From an optimization exercise on the open Yosys and OpenROAD flow, aimed at small area; shortcuts taken in it are not production practice. At most, simulation tests tie the RTL to the original design; equivalence was not proved. Power is estimated from default activity; no workload was simulated.

==> run a <==
==> flow/design.v <==
module apb_slave_mem #(
  parameter int APB_AW      = 32,
  parameter int APB_DW      = 8,
  parameter int MEM_DEPTH   = 256,
  parameter int WAIT_CYCLES = 2
) (
  input  logic              PCLK,
  input  logic              PRESET,
  input  logic [APB_AW-1:0] PADDR,
  input  logic              PSEL,
  input  logic              PENABLE,
  input  logic              PWRITE,
  input  logic [APB_DW-1:0] PWDATA,
  output logic [APB_DW-1:0] PRDATA,
  output logic              PREADY,
  output logic              PSLVERR
);
  localparam int IDX_W = $clog2(MEM_DEPTH);
  localparam logic [APB_AW-1:0] DEPTH_A   = APB_AW'(MEM_DEPTH);
  localparam logic [3:0]        WAIT_INIT = 4'(WAIT_CYCLES);
  localparam logic [0:0] ST_IDLE   = 1'b0;
  localparam logic [0:0] ST_ACCESS = 1'b1;
  function automatic logic addr_err(input logic [APB_AW-1:0] a);
    addr_err = (a >= DEPTH_A);
  endfunction
  function automatic logic [IDX_W-1:0] idx_of(input logic [APB_AW-1:0] a);
    idx_of = a[IDX_W-1:0];
  endfunction
  logic [0:0]        state;
  logic [3:0]        cnt;
  logic [APB_AW-1:0] addr_q;
  logic              write_q;
  logic [APB_DW-1:0] wdata_q;
  logic [APB_DW-1:0] mem [MEM_DEPTH];
  logic              setup;
  logic              resp_now;
  logic              complete;
  logic              do_write;
  logic [APB_AW-1:0] rsp_addr;
  logic              rsp_write;
  logic              rsp_err;
  logic [APB_DW-1:0] rsp_rdata;
  always_comb begin
    setup     = (state == ST_IDLE) && PSEL && !PENABLE;
    rsp_addr  = setup ? PADDR  : addr_q;
    rsp_write = setup ? PWRITE : write_q;
    rsp_err   = addr_err(rsp_addr);
    rsp_rdata = rsp_err ? '0 : mem[idx_of(rsp_addr)];
    resp_now  = (setup && (WAIT_CYCLES == 0)) ||
                ((state == ST_ACCESS) && PSEL && !PREADY && (cnt == 4'd1));
    complete  = (state == ST_ACCESS) && PSEL && PREADY;
    do_write  = complete && write_q && !PSLVERR;
  end
  always_ff @(posedge PCLK or posedge PRESET) begin
    if (PRESET) begin
      state   <= ST_IDLE;
      cnt     <= 4'd0;
      PREADY  <= 1'b0;
      PSLVERR <= 1'b0;
      PRDATA  <= '0;
    end else begin
      case (state)
        ST_IDLE: begin
          if (setup) begin
            cnt   <= WAIT_INIT;
            state <= ST_ACCESS;
          end
        end
        default: begin
          if (!PSEL || PREADY) begin
            state   <= ST_IDLE;
            cnt     <= 4'd0;
            PREADY  <= 1'b0;
            PSLVERR <= 1'b0;
          end else if (cnt != 4'd0) begin
            cnt <= cnt - 4'd1;
          end
        end
      endcase
      if (resp_now) begin
        PREADY  <= 1'b1;
        PSLVERR <= rsp_err;
        if (!rsp_write) PRDATA <= rsp_rdata;
      end
    end
  end
  always_ff @(posedge PCLK) begin
    if (setup) begin
      addr_q  <= PADDR;
      write_q <= PWRITE;
      wdata_q <= PWDATA;
    end
  end
  always_ff @(posedge PCLK or posedge PRESET) begin
    if (PRESET) begin
      for (int i = 0; i < MEM_DEPTH; i++) mem[i] <= '0;
    end else if (do_write) begin
      mem[idx_of(addr_q)] <= wdata_q;
    end
  end
endmodule
==> flow/run.sh <==
#!/bin/bash
# synth_recipe.tcl (not shown) runs the flow's synth.tcl, then flattens the netlist and writes it again
# the make line also repeats each setting of config.mk as NAME=value (left out here)
make -C /OpenROAD-flow-scripts/flow DESIGN_CONFIG=/design/flow/config.mk WORK_HOME=/design/flow/orfs CLKGATE_MAP_FILE= SYNTH_SCRIPT=/design/flow/synth_recipe.tcl finish
==> flow/config.mk <==
export PLATFORM = sky130hd
export DESIGN_NAME = apb_slave_mem
export DESIGN_NICKNAME = apb_slave_mem
export VERILOG_FILES = /design/flow/design.v
export SDC_FILE = /design/flow/constraint.sdc
export NUM_CORES = 4
export LEC_CHECK = 0
export CAP_MARGIN = 40
export CORE_MARGIN = 2
export CORE_UTILIZATION = 30
export PLACE_DENSITY = 0.45
export SLEW_MARGIN = 40
==> flow/constraint.sdc <==
create_clock -name core_clock -period 10.0 [get_ports {PCLK}]
set_input_delay 2.0000 -clock core_clock [delete_from_list [all_inputs] [get_ports {PCLK}]]
set_output_delay 2.0000 -clock core_clock [all_outputs]
set_load 0.01 [all_outputs]
==> run b (differences from run a) <==
==> flow/design.v (replaced) <==
module apb_slave_mem (
  input  logic        PCLK,
  input  logic        PRESET,
  input  logic [31:0] PADDR,
  input  logic        PSEL,
  input  logic        PENABLE,
  input  logic        PWRITE,
  input  logic [7:0]  PWDATA,
  output logic [7:0]  PRDATA,
  output logic        PREADY,
  output logic        PSLVERR
);
  localparam int NG = 86;
  logic       acc1, acc2;           
  logic       setup;
  logic       write_q;
  logic [7:0] wdata_q;
  logic [6:0] g_q;
  logic [1:0] o_q;
  logic [1:0] ph;
  logic [1:0] clr;                  
  logic       clearing;
  logic       pend;
  logic [6:0] pend_g;
  logic [1:0] pend_o;
  logic [7:0] pend_d;
  assign setup    = !acc1 && !acc2 && !PREADY && PSEL && !PENABLE;
  assign clearing = (clr != 2'd0);
  logic [7:0] a_idx;
  logic [6:0] a_g;
  logic [1:0] a_o;
  assign a_idx = PADDR[7:0];
  always_comb begin
    a_g = 7'(a_idx / 8'd3);
    a_o = 2'(a_idx % 8'd3);
  end
  always_ff @(posedge PCLK or posedge PRESET) begin
    if (PRESET) begin
      acc1   <= 1'b0;
      acc2   <= 1'b0;
      PREADY <= 1'b0;
    end else begin
      acc1   <= setup;
      acc2   <= acc1 && PSEL;
      PREADY <= acc2 && PSEL;
    end
  end
  always_ff @(posedge PCLK) begin
    if (setup) begin
      PSLVERR <= |PADDR[31:8];
      write_q <= PWRITE;
      wdata_q <= PWDATA;
      g_q     <= a_g;
      o_q     <= a_o;
    end
  end
  always_ff @(posedge PCLK or posedge PRESET) begin
    if (PRESET) begin
      ph  <= 2'd0;
      clr <= 2'd3;
    end else begin
      ph  <= (ph == 2'd2) ? 2'd0 : ph + 2'd1;
      if (clearing) clr <= clr - 2'd1;
    end
  end
  logic complete_wr;
  logic aligned;      
  logic commit;
  assign complete_wr = PREADY && PSEL && write_q && !PSLVERR;
  assign aligned     = (pend_g == 7'(NG - 1)) ||
                       (pend_o == ((ph == 2'd2) ? 2'd0 : ph + 2'd1));
  assign commit      = pend && aligned;
  always_ff @(posedge PCLK or posedge PRESET) begin
    if (PRESET) begin
      pend <= 1'b0;
    end else begin
      if (complete_wr) pend <= 1'b1;
      else if (commit) pend <= 1'b0;
    end
  end
  always_ff @(posedge PCLK) begin
    if (complete_wr) begin
      pend_g <= g_q;
      pend_o <= o_q;
      pend_d <= wdata_q;
    end
  end
  logic [7:0] wbus;
  logic [7:0] tap [NG];
  assign wbus = clearing ? 8'd0 : pend_d;
  genvar g;
  generate
    for (g = 0; g < NG - 1; g++) begin : grp
      logic [7:0] s0, s1, s2;
      logic       we;
      assign we = clearing || (commit && pend_g == 7'(g));
      always_ff @(posedge PCLK) begin
        s0 <= we ? wbus : s2;
        s1 <= s0;
        s2 <= s1;
      end
      assign tap[g] = s0;
    end
    begin : last
      logic [7:0] s0;
      logic       we;
      assign we = clearing || (commit && pend_g == 7'(NG - 1));
      always_ff @(posedge PCLK) begin
        if (we) s0 <= wbus;
      end
      assign tap[NG-1] = s0;
    end
  endgenerate
  logic [6:0] r_g;
  logic [1:0] r_o;
  logic       r_err;
  logic       r_hit;
  logic       r_load;
  logic [7:0] r_data;
  always_comb begin
    r_g    = setup ? a_g : g_q;
    r_o    = setup ? a_o : o_q;
    r_err  = setup ? (|PADDR[31:8]) : PSLVERR;
    r_hit  = pend && (pend_g == r_g) && (pend_o == r_o);
    r_load = (setup || acc1 || acc2) && ((r_g == 7'(NG - 1)) || (r_o == ph));
    if (r_err || (clearing && !r_hit)) r_data = 8'd0;
    else if (r_hit)                    r_data = pend_d;
    else                               r_data = tap[r_g];
  end
  always_ff @(posedge PCLK) begin
    if (r_load) PRDATA <= r_data;
  end
endmodule
==> comparison <==
Against run a, the cell count of run b is smaller by 31%. Between run b and run a, the lower hold slack is in run b (gap 180 ps). Against run b, the clock power of run a is higher by about 22%. Of run b and run a, run a has the higher core utilization (gap 1.1 points).
==> figures <==
Synthesized-area fraction occupied by xor and xnor cells: run b 0.313%; run a 0.0462%
Portion of the layout cell area used by clock cells: run b 9.89%; run a 7.32%
Total die area: run b 208000 um2; run a 320000 um2
Worst reg-to-reg setup slack: run b 4450 ps; run a 3590 ps
Met1 routed wirelength after detailed routing: run b 111000 um; run a 290000 um
Status: run b timing/DRC/antenna clean; run a timing/DRC/antenna clean
Global routing met2 resource utilization: run b 33.5%; run a 62.4%
Number of nets in the synthesized netlist: run b 5600; run a 7372
Die boundary width: run b 456 um; run a 566 um
Most frequently used cell type in the post-synthesis netlist: run b sky130_fd_sc_hd__dfxtp_1; run a sky130_fd_sc_hd__mux2_2

---

==> exp/fjord: inputs <==
Another version of the RTL of apb_slave_mem (not shown whole).
==> module apb_slave_mem, before the edit <==
module apb_slave_mem (
  input  logic        PCLK,
  input  logic        PRESET,
  input  logic [31:0] PADDR,
  input  logic        PSEL,
  input  logic        PENABLE,
  input  logic        PWRITE,
  input  logic [7:0]  PWDATA,
  output logic [7:0]  PRDATA,
  output logic        PREADY,
  output logic        PSLVERR
);
  localparam int NG = 85;           
  logic       acc1, acc2;           
  logic       setup;
  logic       write_q;
  logic [7:0] wdata_q;
  logic [6:0] g_q;                  
  logic [1:0] o_q;
  logic [1:0] ph;
  logic       lp;
  logic [1:0] ph_n;
  logic       lp_n;
  logic [1:0] clr, clr_b;           
  logic       clearing, clearing_b;
  logic       pend, pend_b;         
  logic [6:0] pend_g, pend_g_b;     
  logic [1:0] pend_o, pend_o_b;     
  logic [7:0] pend_d;
  assign setup    = !acc1 && !acc2 && !PREADY && PSEL && !PENABLE;
  assign clearing   = (clr != 2'd0);
  assign clearing_b = (clr_b != 2'd0);
  logic [6:0] a_g;
  logic [1:0] a_o;
  always_comb begin
    a_g = 7'(PADDR[7:0] / 8'd3);
    a_o = 2'(PADDR[7:0] % 8'd3);
  end
  always_ff @(posedge PCLK or posedge PRESET) begin
    if (PRESET) begin
      acc1   <= 1'b0;
      acc2   <= 1'b0;
      PREADY <= 1'b0;
    end else begin
      acc1   <= setup;
      acc2   <= acc1 && PSEL;
      PREADY <= acc2 && PSEL;
    end
  end
  always_ff @(posedge PCLK) begin
    if (setup) begin
      PSLVERR <= |PADDR[31:8];
      write_q <= PWRITE;
      wdata_q <= PWDATA;
      g_q     <= a_g;
      o_q     <= a_o;
    end
  end
  assign ph_n = (ph == 2'd2) ? 2'd0 : ph + 2'd1;
  assign lp_n = lp ^ (ph == 2'd2);
  always_ff @(posedge PCLK or posedge PRESET) begin
    if (PRESET) begin
      ph  <= 2'd0;
      lp  <= 1'b0;
      clr <= 2'd3;
      clr_b <= 2'd3;
    end else begin
      ph  <= ph_n;
      lp  <= lp_n;
      if (clearing) clr <= clr - 2'd1;
      if (clearing_b) clr_b <= clr_b - 2'd1;
    end
  end
  logic complete_wr;
  logic commit, commit_b;
  logic last_hit;
  assign complete_wr = PREADY && PSEL && write_q && !PSLVERR;
  assign last_hit    = (pend_g == 7'd85);
  assign commit      = pend && (last_hit || pend_o == ph_n);
  assign commit_b    = pend_b && (pend_g_b == 7'd85 || pend_o_b == ph_n);
  always_ff @(posedge PCLK or posedge PRESET) begin
    if (PRESET) begin
      pend   <= 1'b0;
      pend_b <= 1'b0;
    end else begin
      if (complete_wr) pend <= 1'b1;
      else if (commit) pend <= 1'b0;
      if (complete_wr) pend_b <= 1'b1;
      else if (commit_b) pend_b <= 1'b0;
    end
  end
  always_ff @(posedge PCLK) begin
    if (complete_wr) begin
      pend_g <= g_q;
      pend_o <= o_q;
      pend_g_b <= g_q;
      pend_o_b <= o_q;
      pend_d <= wdata_q;
    end
  end
  logic [7:0] wval;                 
  logic [7:0] wbus;                 
  logic [7:0] tap [NG];
  logic [7:0] last;
  assign wval = clearing ? 8'd0 : pend_d;
  assign wbus = ~(wval ^ {8{lp_n}});
  logic [NG-1:0] we, nwe;
  always_comb begin
    for (int i = 0; i < NG; i++) begin
      we[i]  = clearing || (commit && pend_g == 7'(i));
      nwe[i] = !(clearing_b || (commit_b && pend_g_b == 7'(i)));
    end
  end
  genvar g;
  generate
    for (g = 0; g < NG; g++) begin : grp
      logic [7:0] s0, s1, s2;
      always_ff @(posedge PCLK) begin
        s0 <= ~((s2 | {8{we[g]}}) & (wbus | {8{nwe[g]}}));
        s1 <= s0;
        s2 <= s1;
      end
      assign tap[g] = s0;
    end
  endgenerate
  always_ff @(posedge PCLK) begin
    if (clearing || (commit && last_hit)) last <= wval;
  end
  logic [6:0]  r_g;
  logic [1:0]  r_o;
  logic        r_err;
  logic        r_hit;
  logic        r_last;
  logic        r_load;
  logic [NG-1:0] r_sel;
  logic [7:0]  r_mux;
  logic [7:0]  r_data;
  always_comb begin
    r_g    = setup ? a_g : g_q;
    r_o    = setup ? a_o : o_q;
    r_err  = setup ? (|PADDR[31:8]) : PSLVERR;
    r_last = (r_g == 7'd85);
    r_hit  = pend && (pend_g == r_g) && (pend_o == r_o);
    r_load = (setup || acc1 || acc2) && (r_last || (r_o == ph));
    for (int i = 0; i < NG; i++) r_sel[i] = (r_g == 7'(i));
    r_mux = 8'd0;
    for (int i = 0; i < NG; i++) r_mux = r_mux | (tap[i] & {8{r_sel[i]}});
    if (r_err || (clearing && !r_hit)) r_data = 8'd0;
    else if (r_hit)                    r_data = pend_d;
    else if (r_last)                   r_data = last;
    else                               r_data = r_mux ^ {8{lp}};
  end
  always_ff @(posedge PCLK) begin
    if (r_load) PRDATA <= r_data;
  end
endmodule
clock: 10.0 ns
lec_check: 0
cap_margin: 40
core_margin: 2
core_utilization: 60
place_density: 0.7
slew_margin: 40
standard.sh (not shown) runs the stock make flow with config.mk's settings and CLKGATE_MAP_FILE= SYNTH_SCRIPT=/design/flow/synth_recipe.tcl, a recipe that flattens the netlist after the stock synthesis.
==> flow/flow/run.sh <==
#!/bin/bash
# The standard layout with two changes:
#  - synthesis maps logic with an area-oriented ABC script (flow/abc_area.script);
#    everything else in synthesis is synth_recipe.tcl unchanged
#  - the clock tree uses small clock buffers and no dummy loads
# ORFS keeps each tool's log under orfs/logs; make's output goes to flow.log.
set -o pipefail
HERE=$(pwd)
cat > mysynth.tcl <<EOT
proc abc {args} {
  set i [lsearch \$args -script]
  set args [lreplace \$args \$i [expr {\$i + 1}] -script $HERE/flow/abc_area.script]
  yosys abc {*}\$args
}
source $HERE/synth_recipe.tcl
EOT
sed "s|SYNTH_SCRIPT=[^ ]*|SYNTH_SCRIPT=$HERE/mysynth.tcl|" standard.sh > mystandard.sh
export CTS_ARGS="-sink_clustering_enable -repair_clock_nets -dont_use_dummy_load -buf_list {sky130_fd_sc_hd__clkbuf_4 sky130_fd_sc_hd__clkbuf_8} -sink_clustering_size 20 -sink_clustering_max_diameter 50"
bash mystandard.sh 2>&1 | tee flow.log
==> flow/flow/abc_area.script <==
strash
&get -n
&st
&syn2
&dch -f
&nf -p -R 1000
&put
topo
==> exp/lagoon: changes against exp/fjord <==
==> flow/design.v, changed modules only <==
module apb_slave_mem (
  input  logic        PCLK,
  input  logic        PRESET,
  input  logic [31:0] PADDR,
  input  logic        PSEL,
  input  logic        PENABLE,
  input  logic        PWRITE,
  input  logic [7:0]  PWDATA,
  output logic [7:0]  PRDATA,
  output logic        PREADY,
  output logic        PSLVERR
);
  localparam int NG = 85;           
  logic       acc1, acc2;           
  logic       setup;
  logic       write_q;
  logic [6:0] g_q;                  
  logic [1:0] o_q;
  logic [1:0] ph;
  logic       lp;
  logic [1:0] ph_n;
  logic       lp_n;
  logic [1:0] clr, clr_b;           
  logic       clearing, clearing_b;
  logic       pend, pend_b;         
  logic [6:0] pend_g, pend_g_b;     
  logic [1:0] pend_o, pend_o_b;     
  logic [7:0] pend_d;
  assign setup    = !acc1 && !acc2 && !PREADY && PSEL && !PENABLE;
  assign clearing   = (clr != 2'd0);
  assign clearing_b = (clr_b != 2'd0);
  logic [6:0] a_g;
  logic [1:0] a_o;
  always_comb begin
    a_g = 7'(PADDR[7:0] / 8'd3);
    a_o = 2'(PADDR[7:0] % 8'd3);
  end
  always_ff @(posedge PCLK or posedge PRESET) begin
    if (PRESET) begin
      acc1   <= 1'b0;
      acc2   <= 1'b0;
      PREADY <= 1'b0;
    end else begin
      acc1   <= setup;
      acc2   <= acc1 && PSEL;
      PREADY <= acc2 && PSEL;
    end
  end
  always_ff @(posedge PCLK) begin
    if (setup) begin
      PSLVERR <= |PADDR[31:8];
      write_q <= PWRITE;
      g_q     <= a_g;
      o_q     <= a_o;
    end
  end
  assign ph_n = (ph == 2'd2) ? 2'd0 : ph + 2'd1;
  assign lp_n = lp ^ (ph == 2'd2);
  always_ff @(posedge PCLK or posedge PRESET) begin
    if (PRESET) begin
      ph  <= 2'd0;
      lp  <= 1'b0;
      clr <= 2'd3;
      clr_b <= 2'd3;
    end else begin
      ph  <= ph_n;
      lp  <= lp_n;
      if (clearing) clr <= clr - 2'd1;
      if (clearing_b) clr_b <= clr_b - 2'd1;
    end
  end
  logic complete_wr;
  logic commit, commit_b;
  logic last_hit;
  assign complete_wr = PREADY && PSEL && write_q && !PSLVERR;
  assign last_hit    = (pend_g == 7'd85);
  assign commit      = pend && (last_hit || pend_o == ph_n);
  assign commit_b    = pend_b && (pend_g_b == 7'd85 || pend_o_b == ph_n);
  always_ff @(posedge PCLK or posedge PRESET) begin
    if (PRESET) begin
      pend   <= 1'b0;
      pend_b <= 1'b0;
    end else begin
      if (complete_wr) pend <= 1'b1;
      else if (commit) pend <= 1'b0;
      if (complete_wr) pend_b <= 1'b1;
      else if (commit_b) pend_b <= 1'b0;
    end
  end
  always_ff @(posedge PCLK) begin
    if (complete_wr) begin
      pend_g <= g_q;
      pend_o <= o_q;
      pend_g_b <= g_q;
      pend_o_b <= o_q;
      pend_d <= PRDATA;            
    end
  end
  logic [7:0] wval;                 
  logic [7:0] wbus;                 
  logic [7:0] tap [NG];
  logic [7:0] last;
  assign wval = clearing ? 8'd0 : pend_d;
  assign wbus = ~(wval ^ {8{lp_n}});
  logic [10:0] we_hi, we_hi_b;
  logic [7:0]  we_lo, we_lo_b;
  logic [NG-1:0] we, nwe;
  always_comb begin
    for (int k = 0; k < 11; k++) begin
      we_hi[k]   = clearing   || (commit   && pend_g[6:3]   == 4'(k));
      we_hi_b[k] = clearing_b || (commit_b && pend_g_b[6:3] == 4'(k));
    end
    for (int j = 0; j < 8; j++) begin
      we_lo[j]   = clearing   || (pend_g[2:0]   == 3'(j));
      we_lo_b[j] = clearing_b || (pend_g_b[2:0] == 3'(j));
    end
    for (int i = 0; i < NG; i++) begin
      we[i]  = we_hi[i / 8] && we_lo[i % 8];
      nwe[i] = !(we_hi_b[i / 8] && we_lo_b[i % 8]);
    end
  end
  genvar g;
  generate
    for (g = 0; g < NG; g++) begin : grp
      logic [7:0] s0, s1, s2;
      always_ff @(posedge PCLK) begin
        s0 <= ~((s2 | {8{we[g]}}) & (wbus | {8{nwe[g]}}));
        s1 <= s0;
        s2 <= s1;
      end
      assign tap[g] = s0;
    end
  endgenerate
  always_ff @(posedge PCLK) begin
    if (clearing || (commit && last_hit)) last <= wval;
  end
  logic [6:0]  r_g;
  logic [1:0]  r_o;
  logic        r_err;
  logic        r_hit;
  logic        r_last;
  logic        r_load;
  logic [NG-1:0] r_sel;
  logic [7:0]  r_mux;
  logic [7:0]  r_data;
  always_comb begin
    r_g    = setup ? a_g : g_q;
    r_o    = setup ? a_o : o_q;
    r_err  = setup ? (|PADDR[31:8]) : PSLVERR;
    r_last = (r_g == 7'd85);
    r_hit  = pend && (pend_g == r_g) && (pend_o == r_o);
    r_load = (setup ? !PWRITE : (!write_q && (acc1 || acc2))) &&
             (r_last || (r_o == ph));
    for (int i = 0; i < NG; i++)
      r_sel[i] = (r_g[6:3] == 4'(i / 8)) && (r_g[2:0] == 3'(i % 8));
    r_mux = 8'd0;
    for (int i = 0; i < NG; i++) r_mux = r_mux | (tap[i] & {8{r_sel[i]}});
    if (r_err || (clearing && !r_hit)) r_data = 8'd0;
    else if (r_hit)                    r_data = pend_d;
    else if (r_last)                   r_data = last;
    else                               r_data = r_mux ^ {8{lp}};
  end
  always_ff @(posedge PCLK) begin
    if (setup && PWRITE) PRDATA <= PWDATA;
    else if (r_load)     PRDATA <= r_data;
  end
endmodule
==> flow/flow/run.sh (replaced) <==
#!/bin/bash
# The standard layout with two changes:
#  - synthesis maps logic with an area-oriented ABC script (flow/abc_area.script);
#    everything else in synthesis is synth_recipe.tcl unchanged
#  - ports are buffered with the smallest buffer
#  - the clock tree uses small clock buffers and no dummy loads
# ORFS keeps each tool's log under orfs/logs; make's output goes to flow.log.
set -o pipefail
HERE=$(pwd)
cat > mysynth.tcl <<EOT
proc abc {args} {
  set i [lsearch \$args -script]
  set args [lreplace \$args \$i [expr {\$i + 1}] -script $HERE/flow/abc_area.script]
  yosys abc {*}\$args
}
source $HERE/synth_recipe.tcl
EOT
sed "s|SYNTH_SCRIPT=[^ ]*|SYNTH_SCRIPT=$HERE/mysynth.tcl|" standard.sh > mystandard.sh
export BUFFER_PORTS_ARGS="-buffer_cell sky130_fd_sc_hd__buf_1"
export CTS_ARGS="-sink_clustering_enable -repair_clock_nets -dont_use_dummy_load -buf_list {sky130_fd_sc_hd__clkbuf_8} -sink_clustering_size 18 -sink_clustering_max_diameter 40"
bash mystandard.sh 2>&1 | tee flow.log
- CORE_UTILIZATION: 60 -> 78
- PLACE_DENSITY: 0.7 -> 0.86
==> run summary <==
Run status: exp/lagoon finished clean; exp/fjord finished clean
Final worst setup slack: exp/lagoon 0.322 ns; exp/fjord 0.876 ns
Signal arrival time at the worst endpoint: exp/lagoon 10.17 ns; exp/fjord 9.67 ns
Met2 layer wire length in the routed design: exp/lagoon 66,300 um; exp/fjord 63,300 um
Number of enable-type register cells in the synthesized netlist: exp/lagoon 34; exp/fjord 42
Critical Path RT: exp/lagoon 10.49 ns; exp/fjord 10.55 ns
Register share of the cell area: exp/lagoon 74.5%; exp/fjord 74.1%
Fraction of the core area covered by cells at the end of the flow: exp/lagoon 85.0%; exp/fjord 66.0%
FF-to-FF End: exp/lagoon PRDATA[6]; exp/fjord PRDATA[5]
Reported net switching power: exp/lagoon 3.04 mW; exp/fjord 2.95 mW
Gr usage total: exp/lagoon 44.0%; exp/fjord 31.5%
Layout Skew: exp/lagoon 0.0888 ns; exp/fjord 0.101 ns
Sequential area share after synthesis: exp/lagoon 80.6%; exp/fjord 80.7%
Highest attainable clock frequency: exp/lagoon 0.103 GHz; exp/fjord 0.110 GHz
Iteration count of the initial detailed-routing pass: exp/lagoon 7; exp/fjord 9
Worst slew pin tran: exp/lagoon 0.995 ns; exp/fjord 0.921 ns
Share of the final layout cell area in multi-input gates: exp/lagoon 18.5%; exp/fjord 18.0%
Sequential cell area: exp/lagoon 0.0424 mm2; exp/fjord 0.0426 mm2
Overall die height: exp/lagoon 264 um; exp/fjord 301 um
Initial cell density of the core: exp/lagoon 78.6%; exp/fjord 60.7%
Count of non-filler cells in the finished layout: exp/lagoon 4,937; exp/fjord 5,134
Via count: exp/lagoon 34,600; exp/fjord 32,300
Count of cells along the worst register-to-register path: exp/lagoon 18; exp/fjord 17
No run of this note included a check of the RTL's function; only the layout flow was run.

[static timing again, ports no longer ideal]
Ports are ideal in the flow. The routed layouts listed here were re-timed in OpenROAD. Step 1 (the two cells are an assumption about what drives the block):
set clk [get_ports {PCLK}]
set_driving_cell -lib_cell sky130_fd_sc_hd__clkbuf_16 $clk
set_driving_cell -lib_cell sky130_fd_sc_hd__buf_2 [delete_from_list [all_inputs] $clk]
Step 2 adds t to the input delays and takes it off the output delays; t is the mean of the earliest and latest rising clock arrival at the registers after step 1. Input paths then give back, and output paths get back, about the clock's delay inside the block. a / b / c = ideal / step 1 / step 2; a / b = the first two.
run	t (ns)	setup slack, ns	worst hold slack (ns)	worst register clock-pin slew, ns	worst data-port slew with drivers (ns)
run a	1.014	2.500 / 2.573 / 1.559	0.448 / 0.448 / 0.448	0.07 / 0.07	0.08
run b	0.929	1.999 / 2.014 / 1.084	0.266 / 0.266 / 0.266	0.07 / 0.07	0.14
exp/fjord	0.897	0.876 / 0.915 / 0.018	0.269 / 0.269 / 0.269	0.12 / 0.12	0.05
exp/lagoon	0.877	0.322 / 0.365 / -0.513	0.289 / 0.289 / 0.289	0.11 / 0.11	0.04
Met with ideal ports but missed after step 2: setup timing in exp/lagoon. For run a, which loses most, drivers alone change the setup slack by +0.073 ns; drivers and shift together by -0.941 ns.
